Context: an optimization exercise on an open-source flow, tuned for small area. The choices shown serve that exercise and are no tape-out recipe.
The RTL was checked by simulation tests, not by an equivalence proof against the original design.
The clock port is modelled as an ideal driver; clocking choices that lean on that would not hold on a real chip.
No activity file was given, so power comes from the tool's default toggle rates.

[design/flow/design.v]
`timescale 1ns/1ns
`default_nettype none
module radar_display_top (
	input logic clock,
	input logic arst_n,
	input logic signed [11:0] target_x,
	input logic signed [11:0] target_y,
	input logic target_load,
	output logic [23:0] pixel,
	output logic hsync,
	output logic vsync,
	output logic de
);
	function automatic logic [15:0] rca(input logic [15:0] a, input logic [15:0] b, input logic cin);
		logic c;
		c = cin;
		for (int i = 0; i < 16; i++) begin
			rca[i] = a[i] ^ b[i] ^ c;
			c = (a[i] & b[i]) | (c & (a[i] ^ b[i]));
		end
	endfunction
	function automatic logic ge(input logic [15:0] v, input logic [15:0] k);
		logic r;
		r = 1'b1;
		for (int i = 0; i < 16; i++)
			r = k[i] ? (v[i] & r) : (v[i] | r);
		ge = r;
	endfunction
	function automatic logic in_range(input logic [15:0] v, input logic [15:0] lo, input logic [15:0] hi);
		in_range = ge(v, lo) && ge(hi, v);
	endfunction
	logic [8:0] x;
	logic [7:0] w;
	logic first;
	logic [13:0] r_hi;
	wire x_end = (x == 9'd175);
	wire w_end = (w == 8'd168);
	wire at_origin = (x == 9'h160) && (w == 8'd177);
	always_ff @(posedge clock or negedge arst_n) begin
		if (!arst_n) begin
			x <= 9'd171;
			w <= 8'd168;
			first <= 1'b1;
		end else begin
			x <= x_end ? 9'h160 : 9'(rca(16'(x), 16'd0, 1'b1));
			if (x_end)
				w <= w_end ? 8'd177 : 8'(rca(16'(w), 16'd0, 1'b1));
			if (at_origin)
				first <= 1'b0;
		end
	end
	wire x_blank = !x[8] && ge(16'(x[7:0]), 16'd160);
	wire x_last = (x == 9'd159);
	wire w_neg = w[7] && (w[6] || w[5]);
	wire r0 = x[0] ^ w[0];
	logic [8:0] r_step;
	always_comb begin
		if (x_blank)
			r_step = '0;
		else if (x_last)
			r_step = {w_neg, w};
		else
			r_step = x;
	end
	wire r_cin = !x_blank && !x_last && r0;
	always_ff @(posedge clock) begin
		if (x_end && w_end)
			r_hi <= 14'd8720;  
		else
			r_hi <= 14'(rca(16'(r_hi), {{7{r_step[8]}}, r_step}, r_cin));
	end
	wire [14:0] r_sq = {r_hi, r0};
	wire s = x[8];
	wire [6:0] b = x[6:0] ^ {7{s}};
	wire [15:0] m15s = rca(16'(b[6:4]), 16'(b), s);
	wire [7:0] s15 = 8'(rca(16'(m15s[7:2]), 16'(w), s));
	wire [7:0] s45 = 8'(rca(16'(b), 16'(w), s));
	wire [15:0] m75 = rca({6'd0, b[5:0], 4'd0}, {10'd0, ~b[5:0]}, 1'b0);
	wire [9:0] g75 = 10'(rca(16'(m75[9:0]), {6'd0, w, 2'd0}, 1'b0));
	wire near75 = !b[6] && (s ? in_range(16'(g75), 16'd673, 16'd700) : in_range(16'(g75), 16'd691, 16'd718));
	wire line = in_range(16'(s15), 16'd159, 16'd161) ||
		in_range(16'(s45), 16'd159, 16'd161) ||
		near75;
	wire g_near = in_range(16'(w), 16'd32, 16'd184);
	wire g_5 = !in_range(16'(w), 16'd169, 16'd223);
	wire g_6 = in_range(16'(w), 16'd0, 16'd94) || in_range(16'(w), 16'd186, 16'd255);
	wire g_7 = !in_range(16'(w), 16'd25, 16'd184);
	wire ring = (g_near && (in_range(16'(r_sq), 16'd1216, 16'd1344) ||
			in_range(16'(r_sq), 16'd4224, 16'd4480) ||
			in_range(16'(r_sq), 16'd9344, 16'd9600) ||
			in_range(16'(r_sq), 16'd16512, 16'd16768))) ||
		(g_5 && in_range(16'(r_sq), 16'd25600, 16'd26112)) ||
		(g_6 && in_range(16'(r_sq), 16'd4096, 16'd4608)) ||
		(g_7 && in_range(16'(r_sq), 16'd17408, 16'd17920));
	wire x_in = s ? ge(16'(x[7:0]), 16'd125) : ge(16'd131, 16'(x[7:0]));
	wire y_in = ge(16'(w), 16'd181) || ge(16'd163, 16'(w));
	wire on_border = (s ? ge(16'd128, 16'(x[7:0])) : x[7]) ||
		in_range(16'(w), 16'd177, 16'd184) || in_range(16'(w), 16'd160, 16'd168);
	wire grid_on = x_in && y_in && (on_border || ring || line);
	wire tx_ok = (target_x[11:8] == {4{target_x[8]}});
	wire ty_ok = (target_y[11:8] == 4'h0) ? (target_y[7:2] != 6'h3f) :
		(target_y[11:8] == 4'hf) && (target_y[7:4] == 4'hf) && (target_y[3:2] != 2'b00);
	logic [8:0] pend_x;
	logic [7:0] pend_y;
	logic pend_ok;
	logic [8:0] act_x;
	logic [7:0] act_y;
	logic act_ok;
	wire swap = (x == 9'd171) && w_end;
	always_ff @(posedge clock) begin
		if (target_load) begin
			pend_x <= target_x[8:0];
			pend_y <= target_y[7:0];
		end
		if (swap) begin
			act_x <= pend_x;
			act_y <= pend_y;
		end
	end
	always_ff @(posedge clock or negedge arst_n) begin
		if (!arst_n) begin
			pend_ok <= 1'b0;
			act_ok <= 1'b0;
		end else begin
			if (target_load)
				pend_ok <= tx_ok && ty_ok;
			if (swap)
				act_ok <= pend_ok;
		end
	end
	wire [8:0] dx = 9'(rca(16'(x), 16'(~act_x), 1'b1));
	wire [7:0] sy = 8'(rca(16'(w), 16'(act_y), 1'b0));
	wire hit_x = (dx[8:3] == 6'd0 && dx[2:0] <= 3'd4) || (dx[8:2] == 7'h7f);
	wire hit_y = in_range(16'(sy), 16'd156, 16'd164);
	wire hit = act_ok && hit_x && hit_y;
	wire de_i = !first && (s || !ge(16'(x[7:0]), 16'd160)) && (ge(16'(w), 16'd177) || ge(16'd160, 16'(w)));
	assign de = de_i;
	assign hsync = !first && !s && in_range(16'(x[7:0]), 16'd164, 16'd171);
	assign vsync = (w == 8'd163) || (w == 8'd164);
	wire red = de_i && !hit && grid_on;
	wire green = de_i && hit;
	assign pixel = {{8{red}}, {8{green}}, 8'd0};
endmodule
`default_nettype wire
[design/flow/flow/run.sh]
#!/bin/bash
# Standard synthesis; then, keeping every register as synthesis made it:
# inverters around full adders cleaned up (fapol.py) and the remaining
# combinational cells mapped again by ABC with full adders and half adders
# kept; then the standard layout with port buffers of the smallest buffer
# cell and clock tree synthesis without dummy load cells.
set -euo pipefail
HERE=$(pwd)
R=$HERE/orfs/results/$FLOW_PLATFORM/radar_display_top/base
LIB=$FLOW_HOME/platforms/sky130hd/lib/sky130_fd_sc_hd__tt_025C_1v80.lib
YOSYS=$FLOW_HOME/../tools/install/yosys/bin/yosys
bash standard.sh synth > synth.log 2>&1
mkdir -p reopt
cp $R/1_2_yosys.v reopt/standard.v
python3 flow/fapol.py reopt/standard.v reopt/fapol.v > reopt/fapol.log 2>&1
python3 flow/mkmap.py $LIB reopt/fapol.v reopt/comb_map.v > reopt/mkmap.log 2>&1
cat > reopt/reopt.ys <<EOY
read_liberty -lib $LIB
read_verilog reopt/fapol.v
hierarchy -top $FLOW_TOP
techmap -map reopt/comb_map.v
techmap
opt -fast -purge
abc -liberty $LIB $(cat flow/dontuse.txt) -D $(python3 -c "print(int(float('$FLOW_PERIOD_NS')*1000))")
opt_clean -purge
splitnets
opt_clean -purge
hilomap -singleton -hicell sky130_fd_sc_hd__conb_1 HI -locell sky130_fd_sc_hd__conb_1 LO
insbuf -buf sky130_fd_sc_hd__buf_4 A X
check -assert
stat -liberty $LIB
write_verilog -noattr -nohex -nodec reopt/reopt.v
EOY
$YOSYS -s reopt/reopt.ys > reopt/yosys.log 2>&1
cp reopt/reopt.v $R/1_2_yosys.v
bash standard.sh synth > synth_odb.log 2>&1
export BUFFER_PORTS_ARGS="-buffer_cell sky130_fd_sc_hd__buf_1"
export CTS_ARGS="-sink_clustering_enable -repair_clock_nets -dont_use_dummy_load -sink_clustering_size 80 -sink_clustering_max_diameter 500 -buf_list sky130_fd_sc_hd__clkbuf_8"
bash standard.sh finish > layout.log 2>&1
[design/flow/flow/dontuse.txt]
-dont_use sky130_fd_sc_hd__lpflow_bleeder_1 -dont_use sky130_fd_sc_hd__lpflow_clkbufkapwr_1 -dont_use sky130_fd_sc_hd__lpflow_clkbufkapwr_16 -dont_use sky130_fd_sc_hd__lpflow_clkbufkapwr_2 -dont_use sky130_fd_sc_hd__lpflow_clkbufkapwr_4 -dont_use sky130_fd_sc_hd__lpflow_clkbufkapwr_8 -dont_use sky130_fd_sc_hd__lpflow_clkinvkapwr_1 -dont_use sky130_fd_sc_hd__lpflow_clkinvkapwr_16 -dont_use sky130_fd_sc_hd__lpflow_clkinvkapwr_2 -dont_use sky130_fd_sc_hd__lpflow_clkinvkapwr_4 -dont_use sky130_fd_sc_hd__lpflow_clkinvkapwr_8 -dont_use sky130_fd_sc_hd__lpflow_decapkapwr_12 -dont_use sky130_fd_sc_hd__lpflow_decapkapwr_3 -dont_use sky130_fd_sc_hd__lpflow_decapkapwr_4 -dont_use sky130_fd_sc_hd__lpflow_decapkapwr_6 -dont_use sky130_fd_sc_hd__lpflow_decapkapwr_8 -dont_use sky130_fd_sc_hd__lpflow_inputiso0n_1 -dont_use sky130_fd_sc_hd__lpflow_inputiso0p_1 -dont_use sky130_fd_sc_hd__lpflow_inputiso1n_1 -dont_use sky130_fd_sc_hd__lpflow_inputiso1p_1 -dont_use sky130_fd_sc_hd__lpflow_inputisolatch_1 -dont_use sky130_fd_sc_hd__lpflow_isobufsrc_1 -dont_use sky130_fd_sc_hd__lpflow_isobufsrc_16 -dont_use sky130_fd_sc_hd__lpflow_isobufsrc_2 -dont_use sky130_fd_sc_hd__lpflow_isobufsrc_4 -dont_use sky130_fd_sc_hd__lpflow_isobufsrc_8 -dont_use sky130_fd_sc_hd__lpflow_isobufsrckapwr_16 -dont_use sky130_fd_sc_hd__lpflow_lsbuf_lh_hl_isowell_tap_1 -dont_use sky130_fd_sc_hd__lpflow_lsbuf_lh_hl_isowell_tap_2 -dont_use sky130_fd_sc_hd__lpflow_lsbuf_lh_hl_isowell_tap_4 -dont_use sky130_fd_sc_hd__lpflow_lsbuf_lh_isowell_4 -dont_use sky130_fd_sc_hd__lpflow_lsbuf_lh_isowell_tap_1 -dont_use sky130_fd_sc_hd__lpflow_lsbuf_lh_isowell_tap_2 -dont_use sky130_fd_sc_hd__lpflow_lsbuf_lh_isowell_tap_4 -dont_use sky130_fd_sc_hd__probe_p_8 -dont_use sky130_fd_sc_hd__probec_p_8 
[design/flow/flow/fapol.py]
#!/usr/bin/env python3
"""Inverter clean-up around full adders in a mapped sky130hd netlist.

A full adder is self-dual: inverting all three inputs inverts both outputs.
Synthesis leaves inverters on the inputs and outputs of some full adders
where the opposite polarity needs none. This script collapses inverter
chains into (source, phase) signals, chooses for every fa cell whether to use
it inverted so that the number of distinct inverted signals is smallest,
and writes the netlist back with one inverter per inverted signal.

usage: fapol.py IN.v OUT.v
"""
import re
import sys
import collections

INV_RE = re.compile(r'sky130_fd_sc_hd__(?:clk)?inv_\d+$')
FA_RE = re.compile(r'sky130_fd_sc_hd__fa_\d+$')
OUT_PINS = {'X', 'Y', 'Q', 'Q_N', 'SUM', 'COUT', 'HI', 'LO'}
INV_CELL = 'sky130_fd_sc_hd__inv_1'


def parse(text):
    m = re.search(r'\bmodule\s+(\w+)\s*\((.*?)\);(.*)\bendmodule', text, re.S)
    name, portlist, body = m.group(1), m.group(2), m.group(3)
    stmts = [s.strip() for s in body.split(';')]
    decls, cells, assigns = [], [], []
    for s in stmts:
        if not s:
            continue
        if re.match(r'(input|output|inout|wire)\b', s):
            decls.append(s)
        elif s.startswith('assign'):
            a = re.match(r'assign\s+(.+?)\s*=\s*(.+)$', s, re.S)
            assigns.append((a.group(1).strip(), a.group(2).strip()))
        else:
            c = re.match(r'(\S+)\s+(\S+)\s*\((.*)\)$', s, re.S)
            if not c:
                raise SystemExit('cannot parse: ' + s[:80])
            pins = [(p, n.strip()) for p, n in re.findall(r'\.(\w+)\(([^()]*)\)', c.group(3))]
            cells.append([c.group(1), c.group(2), pins])
    return name, portlist, decls, cells, assigns


def main():
    text = open(sys.argv[1]).read()
    name, portlist, decls, cells, assigns = parse(text)
    outputs = set()
    for d in decls:
        if d.startswith('output'):
            for n in re.sub(r'^output\s+(\[[^\]]*\]\s*)?', '', d).split(','):
                outputs.add(n.strip())

    def base(net):
        return net.split('[')[0].strip()

    # driver of each net
    driver = {}
    for ci, (typ, inst, pins) in enumerate(cells):
        for p, n in pins:
            if p in OUT_PINS:
                driver[n] = (ci, p)
    fixed = set()
    for l, r in assigns:
        fixed.add(l)
        fixed.add(r)

    def is_fixed(n):
        return n in fixed or base(n) in outputs or n.startswith("1'")

    # signal of a net: (source net, phase) through inverter chains
    memo = {}

    def sig(n):
        if n in memo:
            return memo[n]
        d = driver.get(n)
        if d and INV_RE.match(cells[d[0]][0]):
            a = dict(cells[d[0]][2])['A']
            s, ph = sig(a)
            r = (s, ph ^ 1)
        else:
            r = (n, 0)
        memo[n] = r
        return r

    fa = [ci for ci, c in enumerate(cells) if FA_RE.match(c[0])]
    fa_set = set(fa)
    flip = {ci: 0 for ci in fa}
    # consumers: (cell index, pin) -> wanted signal given current flips.
    # a consumer pin of an fa wants sig(net) xor flip; fa outputs produce
    # source ^ flip; inverters are dropped and rebuilt.
    inv_cells = {ci for ci, c in enumerate(cells) if INV_RE.match(c[0])}
    # nets whose value is needed by fixed consumers (ports / assigns)
    consumers = []  # (ci or None, pin, net)
    for ci, (typ, inst, pins) in enumerate(cells):
        if ci in inv_cells:
            continue
        for p, n in pins:
            if p not in OUT_PINS:
                consumers.append((ci, p, n))
    for n in list(fixed):
        if n in driver or n in memo or True:
            consumers.append((None, 'port', n))

    def need(ci, n):
        s, ph = sig(n)
        if ci is not None and ci in fa_set:
            ph ^= flip[ci]
        d = driver.get(s)
        if d and d[0] in fa_set:
            ph ^= flip[d[0]]
        return s, ph

    def cost():
        inv = set()
        for ci, p, n in consumers:
            s, ph = need(ci, n)
            if ph:
                inv.add(s)
        return len(inv)

    # an fa driving a fixed net keeps its polarity
    locked = set()
    for ci in fa:
        for p, n in cells[ci][2]:
            if p in OUT_PINS and is_fixed(n):
                locked.add(ci)
    best = cost()
    before = best
    improved = True
    while improved:
        improved = False
        for ci in fa:
            if ci in locked:
                continue
            flip[ci] ^= 1
            c = cost()
            if c < best:
                best = c
                improved = True
            else:
                flip[ci] ^= 1
    sys.stderr.write('fapol: inverted signals %d -> %d, inverter cells before %d, fa flipped %d\n'
                     % (before, best, len(inv_cells), sum(flip.values())))

    # rebuild: every consumer connects to source net or its single inverter
    inv_of = {}
    new_cells = []
    k = 0

    def inv_net(s):
        nonlocal k
        if s not in inv_of:
            k += 1
            w = '_fapol_n%d_' % k
            inv_of[s] = w
            new_cells.append([INV_CELL, '_fapol_i%d_' % k, [('A', s), ('Y', w)]])
        return inv_of[s]

    # fa output nets keep their names; consumers see source ^ flip
    extra_decl = []
    for ci, (typ, inst, pins) in enumerate(cells):
        if ci in inv_cells:
            continue
        newpins = []
        for p, n in pins:
            if p in OUT_PINS:
                newpins.append((p, n))
                continue
            s, ph = need(ci, n)
            newpins.append((p, inv_net(s) if ph else s))
        cells[ci][2] = newpins
    # fixed nets (ports, assign operands) that inverters used to drive
    for n in sorted(fixed):
        if n.startswith("1'"):
            continue
        d = driver.get(n)
        if d and d[0] in inv_cells:
            s, ph = need(None, n)
            if ph:
                new_cells.append([INV_CELL, '_fapol_p%d_' % len(new_cells), [('A', s), ('Y', n)]])
            else:
                new_cells.append(['sky130_fd_sc_hd__buf_1', '_fapol_b%d_' % len(new_cells), [('A', s), ('X', n)]])
        elif d and d[0] in fa_set and flip[d[0]]:
            raise SystemExit('fapol: flipped fa drives a port directly')
    # a flipped fa whose output net is a port would need care; refuse above.
    out = ['module %s(%s);' % (name, portlist)]
    for d in decls:
        out.append('  %s ;' % d)
    for w in inv_of.values():
        out.append('  wire %s;' % w)
    for typ, inst, pins in [c for ci, c in enumerate(cells) if ci not in inv_cells] + new_cells:
        out.append('  %s %s (%s);' % (typ, inst, ', '.join('.%s(%s )' % (p, n) for p, n in pins)))
    for l, r in assigns:
        out.append('  assign %s = %s ;' % (l, r))
    out.append('endmodule')
    open(sys.argv[2], 'w').write('\n'.join(out) + '\n')


main()
[design/flow/flow/mkmap.py]
#!/usr/bin/env python3
"""Write a yosys techmap file that turns every combinational sky130hd cell
used in a netlist, except full and half adders, into its liberty function.

usage: mkmap.py LIB NETLIST OUT.v
"""
import re
import sys

lib = open(sys.argv[1]).read()
used = set(re.findall(r'^\s*(sky130_fd_sc_hd__\w+)\s', open(sys.argv[2]).read(), re.M))
pos = [(m.start(), m.group(1)) for m in re.finditer(r'\n\s*cell\s*\(\s*"?(\w+)"?\s*\)', lib)]
out = []
for i, (p, n) in enumerate(pos):
    if n not in used or re.search(r'__(fa|ha)_\d+$', n):
        continue
    body = lib[p:pos[i + 1][0] if i + 1 < len(pos) else len(lib)]
    if re.search(r'\b(ff|latch|statetable)\s*\(', body):
        continue
    pins = []
    for m in re.finditer(r'\n\s*pin\s*\(\s*"?(\w+)"?\s*\)\s*\{', body):
        pb = body[m.end():m.end() + 20000]
        d = re.search(r'direction\s*:\s*"?(\w+)"?', pb).group(1)
        f = re.search(r'\bfunction\s*:\s*"([^"]*)"', pb[:pb.find('\n    }') if '\n    }' in pb else 3000])
        pins.append((m.group(1), d, f.group(1) if (f and d == 'output') else None))
    outs = [q for q in pins if q[1] == 'output']
    if not outs or any(o[2] is None for o in outs) or n.endswith('conb_1'):
        continue
    ins = [q[0] for q in pins if q[1] == 'input']
    s = 'module %s(%s);\n' % (n, ', '.join(['input ' + x for x in ins] + ['output ' + o[0] for o in outs]))
    for o in outs:
        s += '  assign %s = %s;\n' % (o[0], o[2].replace('!', '~').replace('+', '|'))
    out.append(s + 'endmodule\n')
open(sys.argv[3], 'w').write('\n'.join(out))
[design/flow/standard.sh]
#!/bin/bash
# synth_recipe.tcl (not shown) runs the flow's synth.tcl, then flattens the netlist and writes it again
# the make line also repeats each setting of config.mk as NAME=value (left out here)
make -C /OpenROAD-flow-scripts/flow DESIGN_CONFIG=/design/flow/config.mk WORK_HOME=/design/flow/orfs CLKGATE_MAP_FILE= SYNTH_SCRIPT=/design/flow/synth_recipe.tcl "${@:-finish}"
[design/flow/config.mk]
export PLATFORM = sky130hd
export DESIGN_NAME = radar_display_top
export DESIGN_NICKNAME = radar_display_top
export VERILOG_FILES = /design/flow/design.v
export SDC_FILE = /design/flow/constraint.sdc
export NUM_CORES = 4
export LEC_CHECK = 0
export CAP_MARGIN = 20
export CORE_MARGIN = 2
export CORE_UTILIZATION = 40
export CTS_BUF_LIST = sky130_fd_sc_hd__clkbuf_4
export CTS_CLUSTER_SIZE = 8
export SLEW_MARGIN = 20
[design/flow/constraint.sdc]
create_clock -name core_clock -period 8.0 [get_ports {clock}]
set_input_delay 1.6000 -clock core_clock [delete_from_list [all_inputs] [get_ports {clock}]]
set_output_delay 1.6000 -clock core_clock [all_outputs]
set_load 0.01 [all_outputs]
==> impl_metrics.py, run 1 <==
metrics = {
    "synth": {
        "synthesis.instances": 421,
        "post_synth_instance_area_um2": 4763,
        "synth_warnings": 1,
        "synth.avg_cell_area_um2": 11.31,
    },
    "placed_design": {
        "numPortBuffers": 45,
        "gpl.final_weighted_congestion": 0.8708,
        "dpl.cell_count": 595,
        "detailedPlacementHpwl_mm": 7.498,
        "dpl_worst_slack_ps": 873.1,
    },
    "routing": {
        "detailroute.via_count": 3199,
        "routedWlPerCell_um": 15.90,
        "vias_per_cell": 5.296,
        "drcViolationCount": 0,
        "wirelength_mm": 9.602,
        "drt_pre_antenna_iters": 15,
        "route.antenna.remaining_nets": 0,
        "detail_route.iter0.violations": 165,
    },
    "cts": {
        "clk_root_buffer_cell": "sky130_fd_sc_hd__clkbuf_8",
        "clock_slew_at_reported_path_ffs_ps": 80,
        "resized_after_cts": 0,
        "cts.htree.levels": 3,
        "clk_latency_worst_skew_pair_ps": 350,
        "cts_tree": "yes",
        "cts_num_sinks": 68,
        "cts_hold_buffers": 0,
        "setup_fix_bufs_post_cts": 0,
        "cts_buffer_depth": 2,
        "numCtsBuffers": 9,
    },
    "worst_setup_path": {
        "worst_path_max_delay_cell": "sky130_fd_sc_hd__dfrtp_1",
        "critical_path.cell_chain": "clkinv_1 -> xnor2_1 -> fa_1 -> clkinv_1 -> ha_1 -> clkinv_1 -> fa_1 -> clkinv_1 -> fa_1 -> fa_1 -> fa_1 -> fa_1 -> nand4b_1 -> nor3_1 -> o21ai_0 -> o211ai_1 -> a21oi_1 -> a31oi_1 -> buf_1",
        "critical_path_fanout_max": 15,
        "critical_path_required_ps": 6400,
        "path_buf_inv": 5,
        "cp_top_family": "adder cells",
        "setup.worst_path.class": "flop to primary output",
        "cp_data_arrival_time_ps": 5660,
        "crit_path_max_incr_delay_ps": 700,
        "timing.critical_path.from_type": "flop",
        "critical_path.most_common_cell": "sky130_fd_sc_hd__fa_1",
        "worstSetupEndpointType": "primary output",
    },
    "timing": {
        "worst_hold_slack_ps": 403.0,
        "rsz0062_at_grt": "no",
        "final_hold_viol_count": 0,
        "timing.final.max_slew_violations": 0,
        "slew_headroom_pct": 35.66,
        "worst_setup_slack_final_ps": 743.5,
        "tns_ps": 0,
        "max_clock_freq_mhz": 137.8,
        "final.period_utilization_pct": 90.71,
        "setup_clock_skew_after_layout_ps": 35.16,
        "layout_min_cycle_time_ps": 7256,
        "tightestPinTransition_ps": 961.5,
        "setup_violations_final": 0,
    },
    "power_and_ir_drop": {
        "p_leak_nw": 1.975,
        "power.total_uw": 596.6,
        "power_per_cell_area_nw_per_um2": 116.8,
        "peak_vdd_ir_v": 0.0001205,
    },
    "grt": {
        "globalRouteTotalUtil_pct": 16.38,
        "global_route_wire_length_before_repair_mm": 16.35,
        "grt_overflow_total": 0,
        "grt_start_max_net_pins": 21,
        "antenna_violations_before_repair": 0,
        "vias_in_the_first_global_route": 3286,
    },
    "floorplan": {
        "core.rowCount": 39,
        "die_w_um": 113.1,
        "io_pins": 54,
        "floorplan.die.height_um": 113.1,
        "initial_core_util_pct": 41.36,
        "placeableCoreArea_um2": 11520,
        "die-area_um2": 12800,
    },
    "status": {
        "outcome": "finished clean",
    },
    "job": {
        "max_cap_violations": 0,
    },
    "finish": {
        "antennaDiodeCount": 0,
        "layoutNonFillerInstCount": 604,
        "area_growth_from_synthesis_to_layout_pct": 7.250,
        "design.final.nets": 565,
        "fraction_of_layout_instances_using_a_drive_strength_above_1_pct": 4.772,
    },
    "min_path": {
        "holdCritPathClass": "flop to flop",
    },
}
## layout make-up
class                   count  area (µm²)
clock buffers               9       123.9
fillers                  1100        6407
inverters                  35       131.4
multi-input cells         301        2670
flip-flops and latches     68        1813
well taps                 143       178.9
repair buffers             48       191.4
## metal layers
| metal | part of all wire, % | up-vias | track usage (%) |
|---|---|---|---|
| met4 | 1.6 | 0 | 3.577 |
| li1 | - | 1546 | - |
| met3 | 5.0 | 17 | 3.803 |
| met2 | 48 | 94 | 27.03 |
| met1 | 46 | 1542 | 22.21 |
| met5 | 0 | - | 0 |
## path summary, 6_finish.rpt
check / startpoint / cells after the start / slack, ps / end
max in group asynchronous: arst_n / 2 / 6510 / first
setup reg to reg: x[0] / 21 / 770 / r_hi[13]
setup / recovery: x[8] / 19 / 740 / pixel[20]
hold / removal: pend_y[6] / 0 / 400 / act_y[6]
min in group asynchronous: arst_n / 2 / 1200 / x[4]
hold reg to reg: pend_y[6] / 0 / 400 / act_y[6]
## flip-flops by register name, summed over array words and instances (netlist names)
| signal | count |
|---|---|
| r_hi | 14 |
| act_x | 9 |
| pend_y | 8 |
| pend_ok | 1 |
| act_ok | 1 |
| pend_x | 9 |
| x | 9 |
| w | 8 |
| act_y | 8 |
| first | 1 |
## stage by stage
step,instance area (µm²),util [%]
2_1_floorplan,4790,-
3_3_place_gp,4985,43.29
3_5_place_dp,4985,43.29
4_1_cts,5109,44.36
5_1_grt,5109,44.36
6_report,5109,44.36
## placed cells by master (no fill, tap or decap), drive strengths merged, types with 9 or more instances in the layout
master and instances:
nand4 9, dfstp 9, clkbuf 9, clkinv 35
nand2 17, o21ai 22, dfxtp 14, buf 48
edfxtp 34, nor2 26, xnor2 15, dfrtp 11
fa 45, nor3 10, a21oi 17, ha 30
nor2b 14
## power by group
part           switching [mW]  total (mW)  leakage [nW]  internal (mW)
sequential            0.00149       0.377         0.677          0.376
combinational         0.00816      0.0118          1.23        0.00366
clock                   0.108       0.208        0.0647         0.0999
total                   0.117       0.597          1.98          0.479
==> run 2, diff against run 1 <==
--- a/design/flow/flow/run.sh
+++ b/design/flow/flow/run.sh
@@ -35,5 +35,5 @@
 cp reopt/reopt.v $R/1_2_yosys.v
 bash standard.sh synth > synth_odb.log 2>&1
 export BUFFER_PORTS_ARGS="-buffer_cell sky130_fd_sc_hd__buf_1"
-export CTS_ARGS="-sink_clustering_enable -repair_clock_nets -dont_use_dummy_load -sink_clustering_size 80 -sink_clustering_max_diameter 500 -buf_list sky130_fd_sc_hd__clkbuf_8"
+export CTS_ARGS="-sink_clustering_enable -repair_clock_nets -dont_use_dummy_load -sink_clustering_size 8 -buf_list sky130_fd_sc_hd__clkbuf_4"
 bash standard.sh finish > layout.log 2>&1
--- a/design/flow/config.mk
+++ b/design/flow/config.mk
@@ -7,7 +7,7 @@
 export LEC_CHECK = 0
 export CAP_MARGIN = 20
 export CORE_MARGIN = 2
-export CORE_UTILIZATION = 40
+export CORE_UTILIZATION = 65
 export CTS_BUF_LIST = sky130_fd_sc_hd__clkbuf_4
-export CTS_CLUSTER_SIZE = 8
+export PLACE_DENSITY = 0.75
 export SLEW_MARGIN = 20
==> run 2 against run 1 <==
Still clean. Sequential power barely moved. Area after synthesis did not move. Register-to-register slack worse by 20 ps.
==> impl_metrics.py, run 2 <==
metrics = {
    "worst_setup_path": {
        "worstSetupEndpointType": "primary output",
        "critical_path_fanout_max": 15,
        "cp_data_arrival_time_ps": 5830,
        "setup.worst_path.class": "flop to primary output",
        "timing.critical_path.from_type": "flop",
        "critical_path_required_ps": 6400,
    },
    "cts": {
        "cts.htree.levels": 3,
        "resized_after_cts": 0,
        "clk_latency_worst_skew_pair_ps": 410,
        "numCtsBuffers": 9,
        "setup_fix_bufs_post_cts": 0,
        "clk_root_buffer_cell": "sky130_fd_sc_hd__clkbuf_4",
        "cts_num_sinks": 68,
        "cts_buffer_depth": 2,
        "cts_hold_buffers": 0,
        "clock_slew_at_reported_path_ffs_ps": 100,
        "cts_tree": "yes",
    },
    "min_path": {
        "holdCritPathClass": "flop to flop",
    },
    "floorplan": {
        "initial_core_util_pct": 66.38,
        "floorplan.die.height_um": 89.61,
        "io_pins": 54,
        "placeableCoreArea_um2": 7176,
        "core.rowCount": 31,
        "die-area_um2": 8029,
        "die_w_um": 89.61,
    },
    "finish": {
        "area_taken_by_multi_input_logic_gates_um2": 2670,
        "finalCoreUtilization_pct": 69.76,
        "largest_register_ff_count": 14,
        "register_area_um2": 1813,
        "mostFrequentLayoutCell": "sky130_fd_sc_hd__fa_1",
        "area_growth_from_synthesis_to_layout_pct": 5.096,
        "design.final.nets": 566,
        "layout.cells.most_common_list": "sky130_fd_sc_hd__fa_1 (45), sky130_fd_sc_hd__buf_1 (44), sky130_fd_sc_hd__clkinv_1 (35)",
        "regMostFlops": "r_hi",
        "antennaDiodeCount": 0,
        "fraction_of_layout_instances_using_a_drive_strength_above_1_pct": 5.195,
        "num-fill-cells": 539,
    },
    "timing": {
        "worst_setup_slack_final_ps": 567.8,
        "final.period_utilization_pct": 92.90,
        "timing.final.max_slew_violations": 0,
        "slew_headroom_pct": 37.65,
        "layout_min_cycle_time_ps": 7432,
        "tightestPinTransition_ps": 931.9,
        "setup_violations_final": 0,
        "rsz0062_at_grt": "no",
        "setup_clock_skew_after_layout_ps": 33.39,
        "final_hold_viol_count": 0,
        "max_clock_freq_mhz": 134.6,
        "worst_hold_slack_ps": 428.4,
        "tns_ps": 0,
    },
    "grt": {
        "globalRouteTotalUtil_pct": 27.56,
        "grt_overflow_total": 0,
        "grt_use_met3_pct": 3.748,
        "globalRouteMet1Util_pct": 37.46,
        "grt_util_met2_pct": 43.65,
        "top_usage_layer": "met2",
        "grt_start_max_net_pins": 21,
        "antenna_violations_before_repair": 0,
        "global_route_wire_length_before_repair_mm": 16.13,
        "vias_in_the_first_global_route": 3238,
    },
    "job": {
        "max_cap_violations": 0,
    },
    "placed_design": {
        "detailedPlacementHpwl_mm": 7.628,
        "numPortBuffers": 45,
        "dpl_worst_slack_ps": 878.5,
        "gpl.final_weighted_congestion": 0.9372,
    },
    "routing": {
        "detail_route.iter0.violations": 234,
        "detailroute.via_count": 3291,
        "drt_pre_antenna_iters": 5,
        "wirelength_mm": 9.800,
        "routedWlPerCell_um": 17.47,
        "route.antenna.remaining_nets": 0,
        "drcViolationCount": 0,
        "vias_per_cell": 5.866,
    },
    "synth": {
        "post_synth_instance_area_um2": 4763,
        "synth.avg_cell_area_um2": 11.31,
        "synthesis.instances": 421,
        "synth_warnings": 1,
    },
    "power_and_ir_drop": {
        "power_per_cell_area_nw_per_um2": 108.9,
        "peak_vdd_ir_v": 0.0001165,
        "p_leak_nw": 1.961,
    },
    "status": {
        "outcome": "finished clean",
    },
}
run 2: report_power, final:
part           internal (mW)  switching [mW]  total, mW
logic                0.00339         0.00840     0.0118
clock network         0.0523           0.104      0.157
registers              0.375         0.00170      0.377
run 2: final timing paths:
check	startpoint	endpoint	slack, ps	depth (start not counted)
max	x[8]	pixel[18]	570	19
min	pend_y[2]	act_y[2]	430	0
max reg2reg	x[8]	r_hi[13]	750	21
min reg2reg	pend_y[2]	act_y[2]	430	0
max in group asynchronous	arst_n	x[1]	6450	1
min in group asynchronous	arst_n	x[6]	1150	1
run 2: stage by stage:
stage          total power [mW]  cells  area [µm²]
2_1_floorplan            0.3891    428        4790
3_3_place_gp             0.3953    552        4937
3_5_place_dp             0.3963    552        4937
4_1_cts                  0.5495    561        5005
5_1_grt                  0.5645    561        5006
6_report                 0.5452    561        5006
run 2: routing by layer:
metal  vias up  wire (µm)
li1       1546          -
met1      1607       4228
met2       109       4693
met3        29        483
met4         0        394
met5         -          0
run 2: final cells by class:
| type | instances | share of cell area [%] |
|---|---|---|
| Tap cell | 99 | 2.474 |
| Clock buffer | 9 | 1.350 |
| Sequential cell | 68 | 36.22 |
| Multi-Input combinational cell | 301 | 53.34 |
| Inverter | 35 | 2.624 |
| Timing Repair Buffer | 49 | 3.999 |
run 2: critical path, cell delays in order (launching register included):
cell and delay, ps:
sky130_fd_sc_hd__dfrtp_1 720, sky130_fd_sc_hd__clkinv_1 430, sky130_fd_sc_hd__xnor2_1 250, sky130_fd_sc_hd__fa_1 370
sky130_fd_sc_hd__clkinv_1 60, sky130_fd_sc_hd__ha_1 230, sky130_fd_sc_hd__clkinv_1 70, sky130_fd_sc_hd__fa_1 170
sky130_fd_sc_hd__clkinv_1 80, sky130_fd_sc_hd__fa_1 380, sky130_fd_sc_hd__fa_1 390, sky130_fd_sc_hd__fa_1 410
sky130_fd_sc_hd__fa_1 450, sky130_fd_sc_hd__nand4b_1 180, sky130_fd_sc_hd__nor3_1 130, sky130_fd_sc_hd__o21ai_0 170
sky130_fd_sc_hd__o211ai_1 230, sky130_fd_sc_hd__a21oi_1 60, sky130_fd_sc_hd__a31oi_1 450, sky130_fd_sc_hd__buf_1 210
==> run 3, diff against run 2 <==
--- a/design/flow/flow/run.sh
+++ b/design/flow/flow/run.sh
@@ -35,5 +35,6 @@
 cp reopt/reopt.v $R/1_2_yosys.v
 bash standard.sh synth > synth_odb.log 2>&1
 export BUFFER_PORTS_ARGS="-buffer_cell sky130_fd_sc_hd__buf_1"
+export POST_CTS_TCL=$HERE/flow/post_cts.tcl
 export CTS_ARGS="-sink_clustering_enable -repair_clock_nets -dont_use_dummy_load -sink_clustering_size 8 -buf_list sky130_fd_sc_hd__clkbuf_4"
 bash standard.sh finish > layout.log 2>&1
==> design/flow/flow/post_cts.tcl (new file) <==
estimate_parasitics -placement
set changed 0
foreach inst [get_cells clkbuf_*] {
  set name [get_full_name $inst]
  set net [get_nets -of_objects [get_pins $name/X]]
  set worst 0
  foreach load [get_pins -of_objects $net -filter "direction==input"] {
    set s [get_property $load slew_max]
    if { $s > $worst } { set worst $s }
  }
  set ref [get_property $inst ref_name]
  puts "post_cts: $name $ref worst load slew $worst"
  if { $worst > 0.105 && $ref == "sky130_fd_sc_hd__clkbuf_4" } {
    replace_cell $name sky130_fd_sc_hd__clkbuf_8
    puts "post_cts: $name -> sky130_fd_sc_hd__clkbuf_8"
    incr changed
  }
}
if { $changed > 0 } {
  detailed_placement
  check_placement -verbose
  estimate_parasitics -placement
}
--- a/design/flow/config.mk
+++ b/design/flow/config.mk
@@ -7,7 +7,7 @@
 export LEC_CHECK = 0
 export CAP_MARGIN = 20
 export CORE_MARGIN = 2
-export CORE_UTILIZATION = 65
+export CORE_UTILIZATION = 40
 export CTS_BUF_LIST = sky130_fd_sc_hd__clkbuf_4
-export PLACE_DENSITY = 0.75
+export CTS_CLUSTER_SIZE = 8
 export SLEW_MARGIN = 20
==> run 3 against run 2 <==
Fmax grew 2.5%. Largest cell class unchanged. Via count is 2.7% lower. First-iteration DRC count decreased by 23%.
==> impl_metrics.py, run 3 <==
metrics = {
    "routing": {
        "routedWlPerCell_um": 15.94,
        "wirelength_mm": 9.626,
        "drcViolationCount": 0,
        "route.antenna.remaining_nets": 0,
        "detail_route.iter0.violations": 180,
        "detailroute.via_count": 3201,
        "vias_per_cell": 5.300,
        "drt_pre_antenna_iters": 16,
    },
    "worst_setup_path": {
        "timing.critical_path.from_type": "flop",
        "critical_path_required_ps": 6400,
        "reg2reg_from": "x[0]",
        "startpoint": "x[8]",
        "setup.worst_path.class": "flop to primary output",
        "cp_data_arrival_time_ps": 5650,
        "worstSetupEndpointType": "primary output",
        "critical_path_fanout_max": 15,
    },
    "finish": {
        "design.final.nets": 565,
        "area_taken_by_multi_input_logic_gates_um2": 2670,
        "layout.cells.most_common_list": "sky130_fd_sc_hd__fa_1 (45), sky130_fd_sc_hd__buf_1 (45), sky130_fd_sc_hd__clkinv_1 (35)",
        "num-fill-cells": 1105,
        "largest_register_ff_count": 14,
        "regMostFlops": "r_hi",
        "antennaDiodeCount": 0,
        "area_growth_from_synthesis_to_layout_pct": 6.462,
        "fraction_of_layout_instances_using_a_drive_strength_above_1_pct": 4.772,
        "register_area_um2": 1813,
    },
    "synth": {
        "synthesis.instances": 421,
        "synth_warnings": 1,
        "post_synth_instance_area_um2": 4763,
        "synth.avg_cell_area_um2": 11.31,
    },
    "timing": {
        "max_clock_freq_mhz": 137.9,
        "setup_clock_skew_after_layout_ps": 28.69,
        "timing.final.max_slew_violations": 0,
        "tightestPinTransition_ps": 952.1,
        "final.period_utilization_pct": 90.66,
        "setup_violations_final": 0,
        "tns_ps": 0,
        "worst_hold_slack_ps": 418.2,
        "layout_min_cycle_time_ps": 7253,
        "slew_headroom_pct": 36.30,
        "rsz0062_at_grt": "no",
        "final_hold_viol_count": 0,
    },
    "grt": {
        "grt_start_max_net_pins": 21,
        "global_route_wire_length_before_repair_mm": 16.28,
        "globalRouteTotalUtil_pct": 16.30,
        "antenna_violations_before_repair": 0,
        "grt_overflow_total": 0,
        "vias_in_the_first_global_route": 3282,
    },
    "cts": {
        "clock_slew_at_reported_path_ffs_ps": 90,
        "cts_tree": "yes",
        "clk_latency_worst_skew_pair_ps": 340,
        "cts_num_sinks": 68,
    },
    "power_and_ir_drop": {
        "power.total_uw": 559.1,
        "p_leak_nw": 1.960,
        "peak_vdd_ir_v": 0.0001008,
        "power_per_cell_area_nw_per_um2": 110.3,
    },
    "floorplan": {
        "io_pins": 54,
        "core.rowCount": 39,
        "die-area_um2": 12800,
        "die_w_um": 113.1,
        "floorplan.die.height_um": 113.1,
        "placeableCoreArea_um2": 11520,
        "initial_core_util_pct": 41.36,
    },
    "min_path": {
        "hold_path.startpoint": "pend_x[3]",
        "holdCritPathClass": "flop to flop",
    },
    "job": {
        "max_cap_violations": 0,
    },
    "placed_design": {
        "gpl.final_weighted_congestion": 0.8708,
        "numPortBuffers": 45,
        "detailedPlacementHpwl_mm": 7.498,
    },
    "status": {
        "outcome": "finished clean",
    },
}
## run 3: routing by layer
layer / up-vias / track usage [%] / part of all wire, %
li1: 1549 / - / -
met1: 1548 / 22.18 / 46
met2: 91 / 26.91 / 48
met3: 13 / 3.642 / 4.9
met4: 0 / 3.577 / 1.2
met5: - / 0 / 0
## run 3: critical path, cell delays in order, from the launching register on
cell and delay [ps]:
sky130_fd_sc_hd__dfrtp_1 700, sky130_fd_sc_hd__clkinv_1 430, sky130_fd_sc_hd__xnor2_1 260, sky130_fd_sc_hd__fa_1 370
sky130_fd_sc_hd__clkinv_1 60, sky130_fd_sc_hd__ha_1 220, sky130_fd_sc_hd__clkinv_1 60, sky130_fd_sc_hd__fa_1 170
sky130_fd_sc_hd__clkinv_1 70, sky130_fd_sc_hd__fa_1 380, sky130_fd_sc_hd__fa_1 410, sky130_fd_sc_hd__fa_1 410
sky130_fd_sc_hd__fa_1 450, sky130_fd_sc_hd__nand4b_1 180, sky130_fd_sc_hd__nor3_1 130, sky130_fd_sc_hd__o21ai_0 110
sky130_fd_sc_hd__o211ai_1 180, sky130_fd_sc_hd__a21oi_1 60, sky130_fd_sc_hd__a31oi_1 450, sky130_fd_sc_hd__buf_1 200
## run 3: worst paths after layout
check,cells past startpoint,slack (ps),endpoint
max,19,750,pixel[20]
min,0,420,act_x[3]
max reg2reg,21,800,r_hi[13]
min reg2reg,0,420,act_x[3]
max in group asynchronous,2,6500,x[3]
min in group asynchronous,2,1220,x[2]
## run 3: power by group
group	internal (mW)	leakage (nW)	total (mW)	switching [mW]
Combinational	0.00366	1.23	0.0118	0.00817
Clock	0.0687	0.0492	0.171	0.102
Sequential	0.375	0.677	0.377	0.00149
## run 3: area by class of cell
type                       instances  share of cell area [%]
inverter                          35                   2.591
timing repair buffer              48                   3.775
tap                              143                   3.528
clock buffer                       9                   1.702
sequential                        68                   35.75
multi-input combinational        301                   52.65
## run 3: per-stage QoR
step / instance area, µm² / cells / util (%) / worst slack (ps)
detailed placement: 4985 / 595 / 43.29 / 873.1
finish: 5071 / 604 / 44.04 / 746.9
floorplan: 4790 / 428 / - / 1215
global route: 5071 / 604 / 44.04 / 231.9
global placement: 4985 / 595 / 43.29 / 1015
==> run 4, diff against run 3 <==
--- a/design/flow/flow/run.sh
+++ b/design/flow/flow/run.sh
@@ -35,6 +35,7 @@
 cp reopt/reopt.v $R/1_2_yosys.v
 bash standard.sh synth > synth_odb.log 2>&1
 export BUFFER_PORTS_ARGS="-buffer_cell sky130_fd_sc_hd__buf_1"
+export SKIP_REPAIR_TIE_FANOUT=1
 export POST_CTS_TCL=$HERE/flow/post_cts.tcl
 export CTS_ARGS="-sink_clustering_enable -repair_clock_nets -dont_use_dummy_load -sink_clustering_size 8 -buf_list sky130_fd_sc_hd__clkbuf_4"
 bash standard.sh finish > layout.log 2>&1
--- a/design/flow/flow/fapol.py
+++ b/design/flow/flow/fapol.py
@@ -128,12 +128,11 @@
                 locked.add(ci)
     best = cost()
     before = best
+    free = [ci for ci in fa if ci not in locked]
     improved = True
     while improved:
         improved = False
-        for ci in fa:
-            if ci in locked:
-                continue
+        for ci in free:
             flip[ci] ^= 1
             c = cost()
             if c < best:
@@ -141,6 +140,42 @@
                 improved = True
             else:
                 flip[ci] ^= 1
+        if improved:
+            continue
+        # pairs of fa cells
+        for i, ci in enumerate(free):
+            for cj in free[i + 1:]:
+                flip[ci] ^= 1
+                flip[cj] ^= 1
+                c = cost()
+                if c < best:
+                    best = c
+                    improved = True
+                else:
+                    flip[ci] ^= 1
+                    flip[cj] ^= 1
+    import random
+    rng = random.Random(1)
+    keep = dict(flip)
+    for restart in range(40):
+        for ci in free:
+            flip[ci] = rng.randint(0, 1)
+        cur = cost()
+        improved = True
+        while improved:
+            improved = False
+            for ci in free:
+                flip[ci] ^= 1
+                c = cost()
+                if c < cur:
+                    cur = c
+                    improved = True
+                else:
+                    flip[ci] ^= 1
+        if cur < best:
+            best = cur
+            keep = dict(flip)
+    flip.update(keep)
     sys.stderr.write('fapol: inverted signals %d -> %d, inverter cells before %d, fa flipped %d\n'
                      % (before, best, len(inv_cells), sum(flip.values())))
 
--- a/design/flow/config.mk
+++ b/design/flow/config.mk
@@ -7,7 +7,7 @@
 export LEC_CHECK = 0
 export CAP_MARGIN = 20
 export CORE_MARGIN = 2
-export CORE_UTILIZATION = 40
+export CORE_UTILIZATION = 65
 export CTS_BUF_LIST = sky130_fd_sc_hd__clkbuf_4
-export CTS_CLUSTER_SIZE = 8
+export PLACE_DENSITY = 0.75
 export SLEW_MARGIN = 20
==> run 4 against run 3 <==
Still clean. Final area decreased by 2.0%. Sequential share of layout area increased by 0.72 points. First-iteration DRC count increased by 71%. Count of clock-buffer cells in the layout unchanged. Global-route usage increased by 10 points. Register-to-register slack got worse by 50 ps. Final cell count decreased by 10%. Power increased by 2.5%. Non-clock buffer count increased by 1. Via count decreased by 1.0%. Largest cell class unchanged. Highest routed layer unchanged.
==> impl_metrics.py, run 4 <==
metrics = {
    "synth": {
        "post_synth_instance_area_um2": 4725,
        "synthesis.instances": 408,
        "synth.avg_cell_area_um2": 11.58,
        "synth_warnings": 1,
    },
    "placed_design": {
        "dpl_worst_slack_ps": 828.6,
        "numPortBuffers": 45,
        "dpl.cell_count": 532,
        "detailedPlacementHpwl_mm": 7.309,
        "placedInstanceArea_um2": 4872,
        "gpl.final_weighted_congestion": 0.9810,
    },
    "timing": {
        "setup_clock_skew_after_layout_ps": 27.31,
        "layout_min_cycle_time_ps": 7249,
        "final_hold_viol_count": 0,
        "setup_violations_final": 0,
        "tns_ps": 0,
        "tightestPinTransition_ps": 956.4,
        "rsz0062_at_grt": "no",
        "timing.final.max_slew_violations": 0,
        "max_clock_freq_mhz": 137.9,
        "worst_hold_slack_ps": 422.2,
        "final.period_utilization_pct": 90.62,
        "slew_headroom_pct": 36.24,
        "worst_setup_slack_final_ps": 750.7,
    },
    "finish": {
        "layout.cell_area.non_filler_um2": 4971,
        "layout.cells.most_common_list": "sky130_fd_sc_hd__fa_1 (45), sky130_fd_sc_hd__buf_1 (45), sky130_fd_sc_hd__edfxtp_1 (34)",
        "finalCoreUtilization_pct": 69.65,
        "area_growth_from_synthesis_to_layout_pct": 5.217,
        "antennaDiodeCount": 0,
        "fraction_of_layout_instances_using_a_drive_strength_above_1_pct": 5.430,
        "layoutNonFillerInstCount": 541,
        "design.final.nets": 546,
        "largest_register_ff_count": 14,
        "num-fill-cells": 544,
        "regMostFlops": "r_hi",
    },
    "worst_setup_path": {
        "critical_path.most_common_cell": "sky130_fd_sc_hd__fa_1",
        "timing.critical_path.from_type": "flop",
        "critical_path_fanout_max": 8,
        "setup.worst_path.class": "flop to flop",
        "cp_data_arrival_time_ps": 7460,
        "path_buf_inv": 2,
        "critical_path.cell_chain": "ha_1 -> clkinv_1 -> nor2_1 -> nand3_1 -> o21ai_0 -> fa_1 -> clkinv_1 -> fa_1 -> fa_1 -> fa_1 -> fa_1 -> fa_1 -> fa_1 -> fa_1 -> fa_1 -> fa_1 -> fa_1 -> fa_1 -> fa_1 -> xnor2_1 -> xnor2_1 -> or2_0",
        "cp_top_family": "adder cells",
        "critical_path_required_ps": 8210,
        "worst_path_max_delay_cell": "sky130_fd_sc_hd__dfstp_2",
        "crit_path_max_incr_delay_ps": 630,
        "worstSetupEndpointType": "flop",
    },
    "routing": {
        "detailroute.via_count": 3169,
        "vias_per_cell": 5.858,
        "wirelength_mm": 9.530,
        "detail_route.iter0.violations": 307,
        "drt_pre_antenna_iters": 4,
        "routedWlPerCell_um": 17.62,
        "drcViolationCount": 0,
        "route.antenna.remaining_nets": 0,
    },
    "power_and_ir_drop": {
        "power_per_cell_area_nw_per_um2": 115.3,
        "power.total_uw": 573.1,
        "p_leak_nw": 1.951,
        "peak_vdd_ir_v": 0.0001254,
    },
    "floorplan": {
        "die_w_um": 89.26,
        "floorplan.die.height_um": 89.26,
        "io_pins": 54,
        "core.rowCount": 31,
        "die-area_um2": 7966,
        "initial_core_util_pct": 66.20,
        "placeableCoreArea_um2": 7137,
    },
    "grt": {
        "grt_overflow_total": 0,
        "global_route_wire_length_before_repair_mm": 15.66,
        "globalRouteTotalUtil_pct": 26.61,
        "vias_in_the_first_global_route": 3180,
        "grt_use_met3_pct": 3.786,
        "grt_util_met2_pct": 43.91,
        "antenna_violations_before_repair": 0,
        "top_usage_layer": "met2",
        "grt_start_max_net_pins": 21,
        "globalRouteMet1Util_pct": 35.60,
    },
    "cts": {
        "clock_slew_at_reported_path_ffs_ps": 100,
        "clk_latency_worst_skew_pair_ps": 350,
        "cts_num_sinks": 68,
        "cts_tree": "yes",
    },
    "job": {
        "max_cap_violations": 0,
    },
    "min_path": {
        "holdCritPathClass": "flop to flop",
    },
    "status": {
        "outcome": "finished clean",
    },
}
==> run 4: worst paths after layout <==
| kind | start | endpoint | slack [ps] | depth (start not counted) |
|---|---|---|---|---|
| worst max-delay path | x[0] | r_hi[13] | 750 | 22 |
| worst min-delay path | pend_y[1] | act_y[1] | 420 | 0 |
| worst max register to register | x[0] | r_hi[13] | 750 | 22 |
| worst min register to register | pend_y[1] | act_y[1] | 420 | 0 |
| max in group asynchronous | arst_n | x[7] | 6510 | 2 |
| min in group asynchronous | arst_n | x[2] | 1200 | 2 |
==> run 4: cell type report <==
class / instances / area (µm²) / area share [%]
timing repair buffer: 49 / 198.9 / 4.002
sequential: 68 / 1813 / 36.47
inverter: 29 / 108.9 / 2.190
tap: 99 / 123.9 / 2.492
clock buffer: 9 / 92.59 / 1.863
multi-input combinational: 287 / 2634 / 52.98
==> run 4: metal layers <==
metal,routed length (µm),vias to the layer above
met5,0,-
met4,274,0
met3,397,23
met2,4805,92
met1,4053,1540
li1,-,1514
==> run 4: power breakdown <==
| group | switching [mW] | internal (mW) | total, mW | leakage [nW] |
|---|---|---|---|---|
| Sequential | 0.00177 | 0.375 | 0.377 | 0.677 |
| Clock | 0.110 | 0.0742 | 0.184 | 0.0518 |
| Combinational | 0.00851 | 0.00366 | 0.0122 | 1.22 |
| Total | 0.120 | 0.453 | 0.573 | 1.95 |
==> run 5, diff against run 4 <==
--- a/design/flow/flow/post_cts.tcl
+++ b/design/flow/flow/post_cts.tcl
@@ -5,6 +5,9 @@
   set net [get_nets -of_objects [get_pins $name/X]]
   set worst 0
   foreach load [get_pins -of_objects $net -filter "direction==input"] {
+    if { [string match "*clkbuf*" [get_property [get_cells -of_objects $load] ref_name]] } {
+      continue
+    }
     set s [get_property $load slew_max]
     if { $s > $worst } { set worst $s }
   }
==> run 5 against run 4 <==
Clock skew increased by 1.2 ps. First-iteration DRC count decreased by 7.5%. Critical path type unchanged. Sequential power hardly changed.
==> impl_metrics.py, run 5 <==
metrics = {
    "job": {
        "max_cap_violations": 0,
    },
    "floorplan": {
        "initial_core_util_pct": 66.20,
        "placeableCoreArea_um2": 7137,
        "die_w_um": 89.26,
        "die-area_um2": 7966,
        "io_pins": 54,
        "core.rowCount": 31,
        "floorplan.die.height_um": 89.26,
    },
    "synth": {
        "synth_warnings": 1,
        "post_synth_instance_area_um2": 4725,
        "synthesis.instances": 408,
        "synth.avg_cell_area_um2": 11.58,
    },
    "timing": {
        "final_hold_viol_count": 0,
        "final.period_utilization_pct": 90.56,
        "worst_hold_slack_ps": 423.6,
        "slew_headroom_pct": 37.11,
        "timing.final.max_slew_violations": 0,
        "layout_min_cycle_time_ps": 7245,
        "setup_violations_final": 0,
        "tns_ps": 0,
        "tightestPinTransition_ps": 943.3,
        "setup_clock_skew_after_layout_ps": 28.54,
        "rsz0062_at_grt": "no",
        "max_clock_freq_mhz": 138.0,
    },
    "worst_setup_path": {
        "critical_path_required_ps": 8280,
        "critical_path_fanout_max": 8,
        "critical_path.cell_chain": "ha_1 -> clkinv_1 -> nor2_1 -> nand3_1 -> o21ai_0 -> fa_1 -> clkinv_1 -> fa_1 -> fa_1 -> fa_1 -> fa_1 -> fa_1 -> fa_1 -> fa_1 -> fa_1 -> fa_1 -> fa_1 -> fa_1 -> fa_1 -> xnor2_1 -> xnor2_1 -> or2_0",
        "setup.worst_path.class": "flop to flop",
        "worstSetupEndpointType": "flop",
        "worst_path_max_delay_cell": "sky130_fd_sc_hd__dfstp_2",
        "cp_data_arrival_time_ps": 7520,
        "r2r_cells": 22,
        "critical_path.most_common_cell": "sky130_fd_sc_hd__fa_1",
        "crit_path_max_incr_delay_ps": 630,
        "timing.critical_path.from_type": "flop",
    },
    "placed_design": {
        "detailedPlacementHpwl_mm": 7.309,
        "dpl.cell_count": 532,
        "numPortBuffers": 45,
        "gpl.final_weighted_congestion": 0.9810,
    },
    "cts": {
        "clock_slew_at_reported_path_ffs_ps": 90,
        "cts_tree": "yes",
        "clk_latency_worst_skew_pair_ps": 410,
        "cts_num_sinks": 68,
    },
    "min_path": {
        "hold-path-cell-count": 0,
        "holdCritPathClass": "flop to flop",
    },
    "routing": {
        "route.antenna.remaining_nets": 0,
        "detail_route.iter0.violations": 284,
        "drcViolationCount": 0,
        "drt_pre_antenna_iters": 5,
        "wirelength_mm": 9.563,
        "detailroute.via_count": 3179,
        "vias_per_cell": 5.876,
        "routedWlPerCell_um": 17.68,
    },
    "grt": {
        "grt_start_max_net_pins": 21,
        "globalRouteTotalUtil_pct": 26.67,
        "global_route_wire_length_before_repair_mm": 15.66,
        "grt_overflow_total": 0,
        "antenna_violations_before_repair": 0,
        "vias_in_the_first_global_route": 3180,
    },
    "status": {
        "outcome": "finished clean",
    },
    "finish": {
        "design.final.nets": 546,
        "layout.cells.most_common_list": "sky130_fd_sc_hd__fa_1 (45), sky130_fd_sc_hd__buf_1 (45), sky130_fd_sc_hd__edfxtp_1 (34)",
        "area_growth_from_synthesis_to_layout_pct": 5.085,
        "finalCoreUtilization_pct": 69.57,
        "largest_register_ff_count": 14,
        "antennaDiodeCount": 0,
        "regMostFlops": "r_hi",
        "layoutNonFillerInstCount": 541,
        "fraction_of_layout_instances_using_a_drive_strength_above_1_pct": 5.430,
    },
    "power_and_ir_drop": {
        "p_leak_nw": 1.949,
        "peak_vdd_ir_v": 0.0001261,
        "power_per_cell_area_nw_per_um2": 114.4,
    },
}
==> run 5: metrics by stage <==
| stage | power (mW) | setup slack (ps) | area [µm²] |
|---|---|---|---|
| after floorplan | 0.3891 | 1216 | 4725 |
| after global placement | 0.3956 | 990.6 | 4872 |
| final | 0.5681 | 755.2 | 4965 |
| after global routing | 0.5882 | 329.4 | 4965 |
| after detailed placement | 0.3970 | 828.6 | 4872 |
==> run 5: layout make-up <==
class                   count  area [µm²]
clock buffers               9       86.33
well taps                  99       123.9
repair buffers             49       198.9
inverters                  29       108.9
multi-input cells         287        2634
flip-flops and latches     68        1813
fillers                   545        2172
==> run 5: power breakdown <==
part           switching, mW  total (mW)  internal, mW
registers            0.00176       0.377         0.375
clock network          0.111       0.179        0.0681
logic                0.00849      0.0121       0.00366
total                  0.121       0.568         0.447
==> run 5: per-layer routing <==
layer / routed length (µm) / track usage, % / vias up / part of all wire [%]
met5: 0 / 0 / - / 0
met4: 264 / 11.13 / 0 / 2.8
met3: 432 / 4.063 / 25 / 4.5
met2: 4864 / 43.91 / 93 / 51
met1: 4000 / 35.60 / 1546 / 42
li1: - / - / 1515 / -
==> run 5: worst max-delay path: cells and delay by family, from the launching register on <==
kind                     cells  cell delay, ps
XOR/XNOR                     2             270
flip-flops                   1             630
buffers and inverters        2             150
AO/OA/AOI/OAI                1             260
adder cells (fa/ha/maj)     14            5230
AND/OR/NAND/NOR              3             580
==> run 5: worst paths after layout <==
| path | to | from | slack, ps |
|---|---|---|---|
| max reg2reg | r_hi[13] | x[0] | 760 |
| min | act_x[3] | pend_x[3] | 420 |
| max | r_hi[13] | x[0] | 760 |
| min reg2reg | act_x[3] | pend_x[3] | 420 |
| max in group asynchronous | x[7] | arst_n | 6570 |
| min in group asynchronous | x[2] | arst_n | 1130 |
==> run 6, diff against run 5 <==
--- a/design/flow/flow/run.sh
+++ b/design/flow/flow/run.sh
@@ -1,9 +1,4 @@
 #!/bin/bash
-# Standard synthesis; then, keeping every register as synthesis made it:
-# inverters around full adders cleaned up (fapol.py) and the remaining
-# combinational cells mapped again by ABC with full adders and half adders
-# kept; then the standard layout with port buffers of the smallest buffer
-# cell and clock tree synthesis without dummy load cells.
 set -euo pipefail
 HERE=$(pwd)
 R=$HERE/orfs/results/$FLOW_PLATFORM/radar_display_top/base
@@ -19,6 +14,10 @@
 read_verilog reopt/fapol.v
 hierarchy -top $FLOW_TOP
 techmap -map reopt/comb_map.v
+techmap
+opt -fast -purge
+extract_fa -fa
+techmap -map $FLOW_HOME/platforms/sky130hd/cells_adders_hd.v
 techmap
 opt -fast -purge
 abc -liberty $LIB $(cat flow/dontuse.txt) -D $(python3 -c "print(int(float('$FLOW_PERIOD_NS')*1000))")
@@ -37,5 +36,5 @@
 export BUFFER_PORTS_ARGS="-buffer_cell sky130_fd_sc_hd__buf_1"
 export SKIP_REPAIR_TIE_FANOUT=1
 export POST_CTS_TCL=$HERE/flow/post_cts.tcl
-export CTS_ARGS="-sink_clustering_enable -repair_clock_nets -dont_use_dummy_load -sink_clustering_size 8 -buf_list sky130_fd_sc_hd__clkbuf_4"
+export CTS_ARGS="-sink_clustering_enable -repair_clock_nets -dont_use_dummy_load -buf_list sky130_fd_sc_hd__clkbuf_4"
 bash standard.sh finish > layout.log 2>&1
--- a/design/flow/flow/fapol.py
+++ b/design/flow/flow/fapol.py
@@ -64,6 +64,10 @@
     for l, r in assigns:
         fixed.add(l)
         fixed.add(r)
+
+    for n in list(driver):
+        if base(n) in outputs:
+            fixed.add(n)
 
     def is_fixed(n):
         return n in fixed or base(n) in outputs or n.startswith("1'")
@@ -183,14 +187,18 @@
     inv_of = {}
     new_cells = []
     k = 0
+    tag = 0
+    while ('_fp%d_' % tag) in text:
+        tag += 1
+    tag = '_fp%d_' % tag
 
     def inv_net(s):
         nonlocal k
         if s not in inv_of:
             k += 1
-            w = '_fapol_n%d_' % k
+            w = '%sn%d_' % (tag, k)
             inv_of[s] = w
-            new_cells.append([INV_CELL, '_fapol_i%d_' % k, [('A', s), ('Y', w)]])
+            new_cells.append([INV_CELL, '%si%d_' % (tag, k), [('A', s), ('Y', w)]])
         return inv_of[s]
 
     # fa output nets keep their names; consumers see source ^ flip
@@ -214,9 +222,9 @@
         if d and d[0] in inv_cells:
             s, ph = need(None, n)
             if ph:
-                new_cells.append([INV_CELL, '_fapol_p%d_' % len(new_cells), [('A', s), ('Y', n)]])
+                new_cells.append([INV_CELL, '%sp%d_' % (tag, len(new_cells)), [('A', s), ('Y', n)]])
             else:
-                new_cells.append(['sky130_fd_sc_hd__buf_1', '_fapol_b%d_' % len(new_cells), [('A', s), ('X', n)]])
+                new_cells.append(['sky130_fd_sc_hd__buf_1', '%sb%d_' % (tag, len(new_cells)), [('A', s), ('X', n)]])
         elif d and d[0] in fa_set and flip[d[0]]:
             raise SystemExit('fapol: flipped fa drives a port directly')
     # a flipped fa whose output net is a port would need care; refuse above.
--- a/design/flow/flow/mkmap.py
+++ b/design/flow/flow/mkmap.py
@@ -1,6 +1,6 @@
 #!/usr/bin/env python3
 """Write a yosys techmap file that turns every combinational sky130hd cell
-used in a netlist, except full and half adders, into its liberty function.
+used in a netlist into its liberty function.
 
 usage: mkmap.py LIB NETLIST OUT.v
 """
@@ -12,7 +12,7 @@
 pos = [(m.start(), m.group(1)) for m in re.finditer(r'\n\s*cell\s*\(\s*"?(\w+)"?\s*\)', lib)]
 out = []
 for i, (p, n) in enumerate(pos):
-    if n not in used or re.search(r'__(fa|ha)_\d+$', n):
+    if n not in used:
         continue
     body = lib[p:pos[i + 1][0] if i + 1 < len(pos) else len(lib)]
     if re.search(r'\b(ff|latch|statetable)\s*\(', body):
--- a/design/flow/flow/post_cts.tcl
+++ b/design/flow/flow/post_cts.tcl
@@ -13,7 +13,7 @@
   }
   set ref [get_property $inst ref_name]
   puts "post_cts: $name $ref worst load slew $worst"
-  if { $worst > 0.105 && $ref == "sky130_fd_sc_hd__clkbuf_4" } {
+  if { $worst > 0.118 && $ref == "sky130_fd_sc_hd__clkbuf_4" } {
     replace_cell $name sky130_fd_sc_hd__clkbuf_8
     puts "post_cts: $name -> sky130_fd_sc_hd__clkbuf_8"
     incr changed
--- a/design/flow/config.mk
+++ b/design/flow/config.mk
@@ -9,5 +9,6 @@
 export CORE_MARGIN = 2
 export CORE_UTILIZATION = 65
 export CTS_BUF_LIST = sky130_fd_sc_hd__clkbuf_4
+export GPL_TIMING_DRIVEN = 0
 export PLACE_DENSITY = 0.75
 export SLEW_MARGIN = 20
==> run 6 against run 5 <==
Global-route usage is 0.72 points higher. Sequential power about the same. Utilization up 4.3 points. Combinational power is 22% higher. Sequential share of layout area decreased by 0.34 points.
==> impl_metrics.py, run 6 <==
metrics = {
    "floorplan": {
        "io_pins": 54,
        "die-area_um2": 7728,
        "die_w_um": 87.91,
        "placeableCoreArea_um2": 6794,
        "core.rowCount": 30,
        "floorplan.die.height_um": 87.91,
        "initial_core_util_pct": 67.37,
    },
    "grt": {
        "vias_in_the_first_global_route": 3383,
        "globalRouteTotalUtil_pct": 27.38,
        "grt_overflow_total": 0,
        "grt_start_max_net_pins": 21,
        "antenna_violations_before_repair": 0,
        "global_route_wire_length_before_repair_mm": 16.00,
    },
    "worst_setup_path": {
        "crit_path_max_incr_delay_ps": 590,
        "startpoint": "x[1]",
        "critical_path.cell_chain": "nand2_1 -> nor2_4 -> nand2_1 -> nor4_2 -> nor2_1 -> and2_0 -> fa_1 -> clkinv_1 -> fa_1 -> clkinv_1 -> fa_1 -> fa_1 -> fa_1 -> fa_1 -> fa_1 -> fa_1 -> fa_1 -> fa_1 -> fa_1 -> fa_1 -> fa_1 -> xnor2_1 -> o211ai_1",
        "critical_path_required_ps": 8250,
        "worst_path_max_delay_cell": "sky130_fd_sc_hd__dfstp_2",
        "worstSetupEndpointType": "flop",
        "timing.critical_path.from_type": "flop",
        "setup.worst_path.class": "flop to flop",
        "critical_path_fanout_max": 5,
        "reg2reg_from": "x[1]",
        "cp_data_arrival_time_ps": 7830,
        "critical_path.most_common_cell": "sky130_fd_sc_hd__fa_1",
    },
    "status": {
        "outcome": "finished clean",
    },
    "timing": {
        "setup_clock_skew_after_layout_ps": 41.72,
        "tightestPinTransition_ps": 941.7,
        "max_clock_freq_mhz": 131.9,
        "final_hold_viol_count": 0,
        "layout_min_cycle_time_ps": 7583,
        "timing.final.max_slew_violations": 0,
        "final.period_utilization_pct": 94.79,
        "setup_violations_final": 0,
        "slew_headroom_pct": 37.22,
        "worst_hold_slack_ps": 389.9,
    },
    "synth": {
        "synth.avg_cell_area_um2": 10.77,
        "synth_warnings": 1,
        "synthesis.instances": 425,
        "post_synth_instance_area_um2": 4577,
    },
    "min_path": {
        "hold_path.startpoint": "pend_x[4]",
        "holdCritPathClass": "flop to flop",
    },
    "power_and_ir_drop": {
        "sw_share_pct": 19.90,
        "power.net_switching_uw": 109.0,
        "peak_vdd_ir_v": 0.0001274,
        "cellInternalPower_uw": 438.5,
        "p_seq_share_pct": 68.8,
        "power.share.clock_pct": 28.5,
        "p_leak_nw": 1.896,
        "power.share.combinational_pct": 2.7,
        "power_per_cell_area_nw_per_um2": 109.1,
    },
    "cts": {
        "clock_slew_at_reported_path_ffs_ps": 110,
        "cts_tree": "yes",
        "cts_num_sinks": 68,
        "clk_latency_worst_skew_pair_ps": 410,
    },
    "finish": {
        "design.final.nets": 560,
        "regMostFlops": "r_hi",
        "fraction_of_layout_instances_using_a_drive_strength_above_1_pct": 11.73,
        "area_growth_from_synthesis_to_layout_pct": 9.650,
        "mostFrequentLayoutCell": "sky130_fd_sc_hd__fa_1",
        "largest_register_ff_count": 14,
        "antennaDiodeCount": 0,
        "num-fill-cells": 510,
        "layoutNonFillerInstCount": 582,
        "finalCoreUtilization_pct": 73.87,
        "area_taken_by_multi_input_logic_gates_um2": 2501,
        "register_area_um2": 1815,
        "layout.cell_area.non_filler_um2": 5019,
        "layout.cells.most_common_list": "sky130_fd_sc_hd__fa_1 (45), sky130_fd_sc_hd__buf_1 (44), sky130_fd_sc_hd__nor2_1 (41)",
    },
    "routing": {
        "wirelength_mm": 9.700,
        "route.antenna.remaining_nets": 0,
        "drt_pre_antenna_iters": 5,
        "detailroute.via_count": 3437,
        "vias_per_cell": 5.905,
        "detail_route.iter0.violations": 318,
        "routedWlPerCell_um": 16.67,
        "drcViolationCount": 0,
    },
    "placed_design": {
        "numPortBuffers": 45,
        "detailedPlacementHpwl_mm": 7.454,
        "placedInstanceArea_um2": 4886,
        "gpl.final_weighted_congestion": 0.9545,
        "dpl.cell_count": 568,
    },
    "job": {
        "max_cap_violations": 0,
    },
}
run 6: metrics by stage:
step	TNS, ps	setup slack (ps)	power, mW
2_1_floorplan	0	595.4	0.3891
3_3_place_gp	0	97.19	0.3978
3_5_place_dp	0	31.21	0.3990
5_1_grt	-40.90	-40.90	0.5661
6_report	0	416.9	0.5475
run 6: routing by layer:
| layer | vias up | part of all wire [%] | track usage (%) |
|---|---|---|---|
| li1 | 1601 | - | - |
| met1 | 1649 | 42 | 37.23 |
| met2 | 154 | 48 | 42.77 |
| met3 | 33 | 7.4 | 6.692 |
| met4 | 0 | 2.3 | 11.19 |
| met5 | - | 0 | 0 |
run 6: cell type report:
| class | count | area share (%) |
|---|---|---|
| multi-input cells | 305 | 49.84 |
| flip-flops and latches | 68 | 36.18 |
| repair buffers | 52 | 4.438 |
| plain buffers | 24 | 3.590 |
| well taps | 96 | 2.393 |
| inverters | 28 | 2.094 |
| clock buffers | 9 | 1.471 |
run 6: power by group through the flow:
stage	clock network [mW]	registers [mW]	logic, mW
finish	0.156	0.377	0.0148
detailed placement	0	0.384	0.0145
global route	0.172	0.378	0.0167
global placement	0	0.384	0.0139
floorplan	0	0.384	0.00543
run 6: worst paths after layout:
path	depth (start not counted)	end	slack, ps
min in group asynchronous	1	x[2]	1140
worst min-delay path	0	act_x[4]	390
worst max register to register	23	r_hi[13]	420
worst min register to register	0	act_x[4]	390
worst max-delay path	23	r_hi[13]	420
max in group asynchronous	1	first	6460
run 6: worst max-delay path: cells and delay by family, from the launching register on:
family                     cells  cell delay (ps)
adders and majority gates     13             5230
and+or+nand+nor                6             1090
xor gates and xnor gates       1              210
DFF                            1              590
buffers and inverters          2              150
AOI/OAI and AO/OA              1              100

-- separate check: timing with driven ports --
In the flow no input, the clock included, has a driving cell. The finished layouts below were timed again as built, in two steps. Step 1 sets driving cells, clkbuf_16 on the clock port and buf_2 on the other inputs (assumed; they add their load-dependent delay and slew). Step 2, shift: input delay + t, output delay - t, t = (earliest + latest rising clock arrival at the registers) / 2. This alone moves slack from input paths to output paths. Slacks: ideal ports / drivers / drivers and shift; pairs: ideal ports / drivers.
run | shift t [ns] | slack for setup (ns)
run 1 | 0.362 | 0.744 / 0.713 / 0.767
run 2 | 0.421 | 0.568 / 0.537 / 0.754
run 3 | 0.357 | 0.747 / 0.717 / 0.798
run 4 | 0.363 | 0.751 / 0.751 / 0.751
run 5 | 0.428 | 0.755 / 0.755 / 0.755
run 6 | 0.421 | 0.417 / 0.417 / 0.417
After both steps setup and hold are still met in every run listed.
